Context: an optimization exercise on an open-source flow, tuned for small area, a short achievable clock period and few clock cycles per item. The choices shown serve that exercise and are no tape-out recipe. In this exercise RTL edits were held to simulation tests only and were not proved equivalent to the original.

==> run C <==
==> flow/design.v <==
package chacha_pkg;
    localparam int CHACHA_ROUNDS    = 20;
    localparam int CHACHA_REQ_DEPTH = 2;
    localparam int CHACHA_BLK_DEPTH = 2;   
    localparam logic [31:0] CHACHA_CONST0 = 32'h61707865;
    localparam logic [31:0] CHACHA_CONST1 = 32'h3320646e;
    localparam logic [31:0] CHACHA_CONST2 = 32'h79622d32;
    localparam logic [31:0] CHACHA_CONST3 = 32'h6b206574;
    typedef logic [31:0] word_t;
    typedef word_t [15:0] chacha_state_t;
    typedef struct packed {
        logic [255:0] key;
        logic [31:0]  counter;
        logic [95:0]  nonce;
    } chacha_req_t;
    typedef logic [511:0] block_t;
endpackage
`timescale 1ns/1ps
module add32 (
    input  logic [31:0] a,
    input  logic [31:0] b,
    output logic [31:0] s
);
  logic [31:0] g [0:5];
  logic [31:0] p [0:5];
  always_comb begin
    g[0] = a & b; p[0] = a ^ b;
    for (int l = 0; l < 5; l++) begin
      for (int i = 0; i < 32; i++) begin
        if (i[l]) begin
          g[l+1][i] = g[l][i] | (p[l][i] & g[l][((i >> l) << l) - 1]);
          p[l+1][i] = p[l][i] & p[l][((i >> l) << l) - 1];
        end else begin
          g[l+1][i] = g[l][i]; p[l+1][i] = p[l][i];
        end
      end
    end
    s[0] = p[0][0];
    for (int i = 1; i < 32; i++) s[i] = p[0][i] ^ g[5][i-1];
  end
endmodule
`timescale 1ns/1ps
import chacha_pkg::*;
module chacha_top (
    input  logic        clk,
    input  logic        rst_n,
    input  logic        req_valid,
    output logic        req_ready,
    input  logic [383:0] req,   
    output logic        ks_valid,
    output logic [31:0]       ks_word,
    input  logic        ks_ready
);
    localparam logic [4:0] LAST = 5'd19;    
    localparam logic [4:0] GAP = 5'd17;
    function automatic logic [31:0] rotl(input logic [31:0] x, input int n);
        rotl = (x << n) | (x >> (32 - n));
    endfunction
    function automatic logic [31:0] in_word(input logic [383:0] r, input int w);
        if (w < 12)       in_word = r[128 + 32*(w - 4) +: 32];
        else if (w == 12) in_word = r[96 +: 32];
        else              in_word = r[32*(w - 13) +: 32];
    endfunction
    logic [15:0][31:0] r1, r2, s1, s2, init1, ob_in;
    logic [383:0]      i1, i2, i1_d;
    logic              b1, b2, b1_d;            
    logic [4:0]        n1, n2, n1_d;            
    logic [1:0]        t1, t2, t1_d;            
    logic [1:0]        next_in, next_out, next_out_d;
    logic [4:0]        since, since_d;
    logic              fin2, can_xfer, free2, accept, ob_valid_d;
    logic [15:0][31:0] ob;        
    logic [383:0]      ib;        
    logic              ob_valid;
    logic [3:0]        ob_idx, ob_head;
    logic              take, load;
    for (genvar i = 0; i < 4; i++) begin : g_s1
        logic [31:0] a, b, c, d;
        add32 add_a (.a(r1[i]), .b(r1[4 + i]), .s(a));
        assign d = rotl(r1[12 + i] ^ a, 16);
        add32 add_c (.a(r1[8 + i]), .b(d), .s(c));
        assign b = rotl(r1[4 + i] ^ c, 12);
        assign s1[i] = a;
        assign s1[4 + i] = b;
        assign s1[8 + i] = c;
        assign s1[12 + i] = d;
    end
    for (genvar i = 0; i < 4; i++) begin : g_s2
        logic [31:0] a, b, c, d;
        add32 add_a (.a(r2[i]), .b(r2[4 + i]), .s(a));
        assign d = rotl(r2[12 + i] ^ a, 8);
        add32 add_c (.a(r2[8 + i]), .b(d), .s(c));
        assign b = rotl(r2[4 + i] ^ c, 7);
        assign s2[(4 - i) % 4] = a;
        assign s2[4 + (5 - i) % 4] = b;
        assign s2[8 + (6 - i) % 4] = c;
        assign s2[12 + (7 - i) % 4] = d;
    end
    assign i1_d = free2 ? req : i2;
    always_comb begin
        init1[0] = CHACHA_CONST0;
        init1[1] = CHACHA_CONST1;
        init1[2] = CHACHA_CONST2;
        init1[3] = CHACHA_CONST3;
        for (int w = 4; w < 16; w++) init1[w] = in_word(i1_d, w);
    end
    always_comb begin
        ob_in[0] = CHACHA_CONST0;
        ob_in[1] = CHACHA_CONST1;
        ob_in[2] = CHACHA_CONST2;
        ob_in[3] = CHACHA_CONST3;
        for (int w = 4; w < 16; w++) ob_in[w] = in_word(ib, w);
    end
    assign fin2     = b2 && (n2 == LAST);
    assign can_xfer = fin2 && !ob_valid && (t2 == next_out);
    assign free2    = !b2 || can_xfer;
    assign accept   = req_valid && req_ready;
    always_comb begin
        b1_d = (b2 && !can_xfer) || accept;
        n1_d = (b2 && !fin2) ? n2 + 1'b1 : 5'd0;
        t1_d = free2 ? next_in : t2;
        next_out_d = next_out + can_xfer;
        since_d = accept ? 5'd1 : (since == 5'd31) ? since : since + 1'b1;
    end
    always_ff @(posedge clk) begin
        r2 <= s1;
        i2 <= i1;
        n2 <= n1;
        t2 <= t1;
        r1 <= (b2 && !fin2) ? s2 : init1;
        i1 <= i1_d;
        n1 <= n1_d;
        t1 <= t1_d;
    end
    always_ff @(posedge clk or negedge rst_n) begin
        if (!rst_n) begin
            b1        <= 1'b0;
            b2        <= 1'b0;
            next_in   <= '0;
            next_out  <= '0;
            since     <= 5'd31;
            req_ready <= 1'b1;
        end else begin
            b1 <= b1_d;
            b2 <= b1;
            if (accept) next_in <= next_in + 1'b1;
            next_out <= next_out_d;
            since <= since_d;
            req_ready <= (!b1 || (n1 == LAST && !ob_valid_d && t1 == next_out_d))
                         && (since_d >= GAP);
        end
    end
    assign take = !ks_valid || ks_ready;
    assign load = take && ob_valid && (ob_head == ob_idx);
    assign ob_valid_d = can_xfer || (ob_valid && !(load && ob_idx == 4'd15));
    always_ff @(posedge clk) begin
        if (can_xfer) begin
            ob <= s2;
            ib <= i2;
        end else begin
            ob <= {ob[0], ob[15:1]};
        end
        if (load) ks_word <= ob[0] + ob_in[ob_idx];   
    end
    always_ff @(posedge clk or negedge rst_n) begin
        if (!rst_n) begin
            ob_valid <= 1'b0;
            ob_idx   <= '0;
            ob_head  <= '0;
            ks_valid <= 1'b0;
        end else begin
            ob_valid <= ob_valid_d;
            ob_head  <= can_xfer ? 4'd0 : ob_head + 1'b1;
            if (can_xfer) ob_idx <= '0;
            else if (load) ob_idx <= ob_idx + 1'b1;
            if (take) ks_valid <= load;
        end
    end
endmodule
==> flow/flow/run.sh <==
#!/bin/bash
set -euo pipefail
bash standard.sh SETUP_SLACK_MARGIN=8 \
    "BUFFER_PORTS_ARGS=-buffer_cell sky130_fd_sc_hd__buf_1" \
    finish > standard.log 2>&1
==> flow/standard.sh <==
#!/bin/bash
# synth_recipe.tcl (not shown) runs the flow's synth.tcl, then flattens the netlist and writes it again
# the make line also repeats each setting of config.mk as NAME=value (left out here)
make -C /OpenROAD-flow-scripts/flow DESIGN_CONFIG=/design/flow/config.mk WORK_HOME=/design/flow/orfs CLKGATE_MAP_FILE= SYNTH_SCRIPT=/design/flow/synth_recipe.tcl "${@:-finish}"
==> flow/config.mk <==
export PLATFORM = sky130hd
export DESIGN_NAME = chacha_top
export DESIGN_NICKNAME = chacha_top
export VERILOG_FILES = /design/flow/design.v
export SDC_FILE = /design/flow/constraint.sdc
export NUM_CORES = 4
export LEC_CHECK = 0
export CAP_MARGIN = 40
export CORE_MARGIN = 2
export CORE_UTILIZATION = 55
export CTS_CLUSTER_DIAMETER = 85
export CTS_CLUSTER_SIZE = 24
export PLACE_DENSITY = 0.65
export SLEW_MARGIN = 40
==> flow/constraint.sdc <==
create_clock -name core_clock -period 14.0 [get_ports {clk}]
set_input_delay 2.8000 -clock core_clock [delete_from_list [all_inputs] [get_ports {clk}]]
set_output_delay 2.8000 -clock core_clock [all_outputs]
set_load 0.01 [all_outputs]
==> run D: changes against run C <==
==> flow/flow/run.sh (replaced) <==
#!/bin/bash
set -euo pipefail
bash standard.sh SETUP_SLACK_MARGIN=8 finish > standard.log 2>&1
- CAP_MARGIN: 40 -> 20
- CORE_UTILIZATION: 55 -> 60
- CTS_CLUSTER_DIAMETER: 85 -> unset
- CTS_CLUSTER_SIZE: 24 -> unset
- PLACE_DENSITY: 0.65 -> 0.75
- SLEW_MARGIN: 40 -> 20
==> run E: changes against run C <==
- CAP_MARGIN: 40 -> 20
- CORE_UTILIZATION: 55 -> 60
- PLACE_DENSITY: 0.65 -> 0.75
- SLEW_MARGIN: 40 -> 20
==> notes <==
- Run D reached the layout checks and failed them: antenna rules, capacitance limit, slew limit. Run C completed with no timing, DRC or antenna violations. Run E ran to the end with violations: capacitance limit, slew limit.
- Register-to-register slack is about the same in run D and run E.
- Of run C and run E, run C has the higher cell count (gap about 1.9%, measured against run E).
- Sequential cell count is the same in run D and run C.
- Area after synthesis is the same in run D and run E.
- The lowest global-route usage belongs to run C, the highest to run D.
- Fmax: run E > run D > run C.
- Wire length, highest first: run C, run D, run E.
Testbench counts of run C, summed over its fixed seeds: cycles 2,700, blocks 128.
Testbench counts of run D, summed over its fixed seeds: cycles 2,700, blocks 128.
Testbench counts of run E, summed over its fixed seeds: cycles 2,700, blocks 128.

## port drivers added, routing unchanged
How much do the figures lean on ideal ports? The routed layouts below were timed once more, with nothing changed but the port constraints.
Step 1: set_driving_cell puts a clkbuf_16 on clk and a buf_2 on each other input, an assumption about the parent block.
Step 2 adds t to the input delays and takes it off the output delays; t is the mean of the earliest and latest rising clock arrival at the registers after step 1. Input paths then give back, and output paths get back, about the clock's delay inside the block.
Slacks: no drivers / after step 1 / after step 2; pairs: no drivers / after step 1.
| run | t, ns | slack for setup (ns) | worst hold slack (ns) | worst setup path after step 2 |
|---|---|---|---|---|
| run C | 0.996 | 7.499 / 7.499 / 7.499 | 0.314 / 0.314 / 0.314 | register to register |
| run D | 1.071 | 7.729 / 7.729 / 7.729 | 0.289 / 0.289 / 0.289 | register to register |
| run E | 0.966 | 7.732 / 7.732 / 7.732 | 0.317 / 0.317 / 0.317 | register to register |
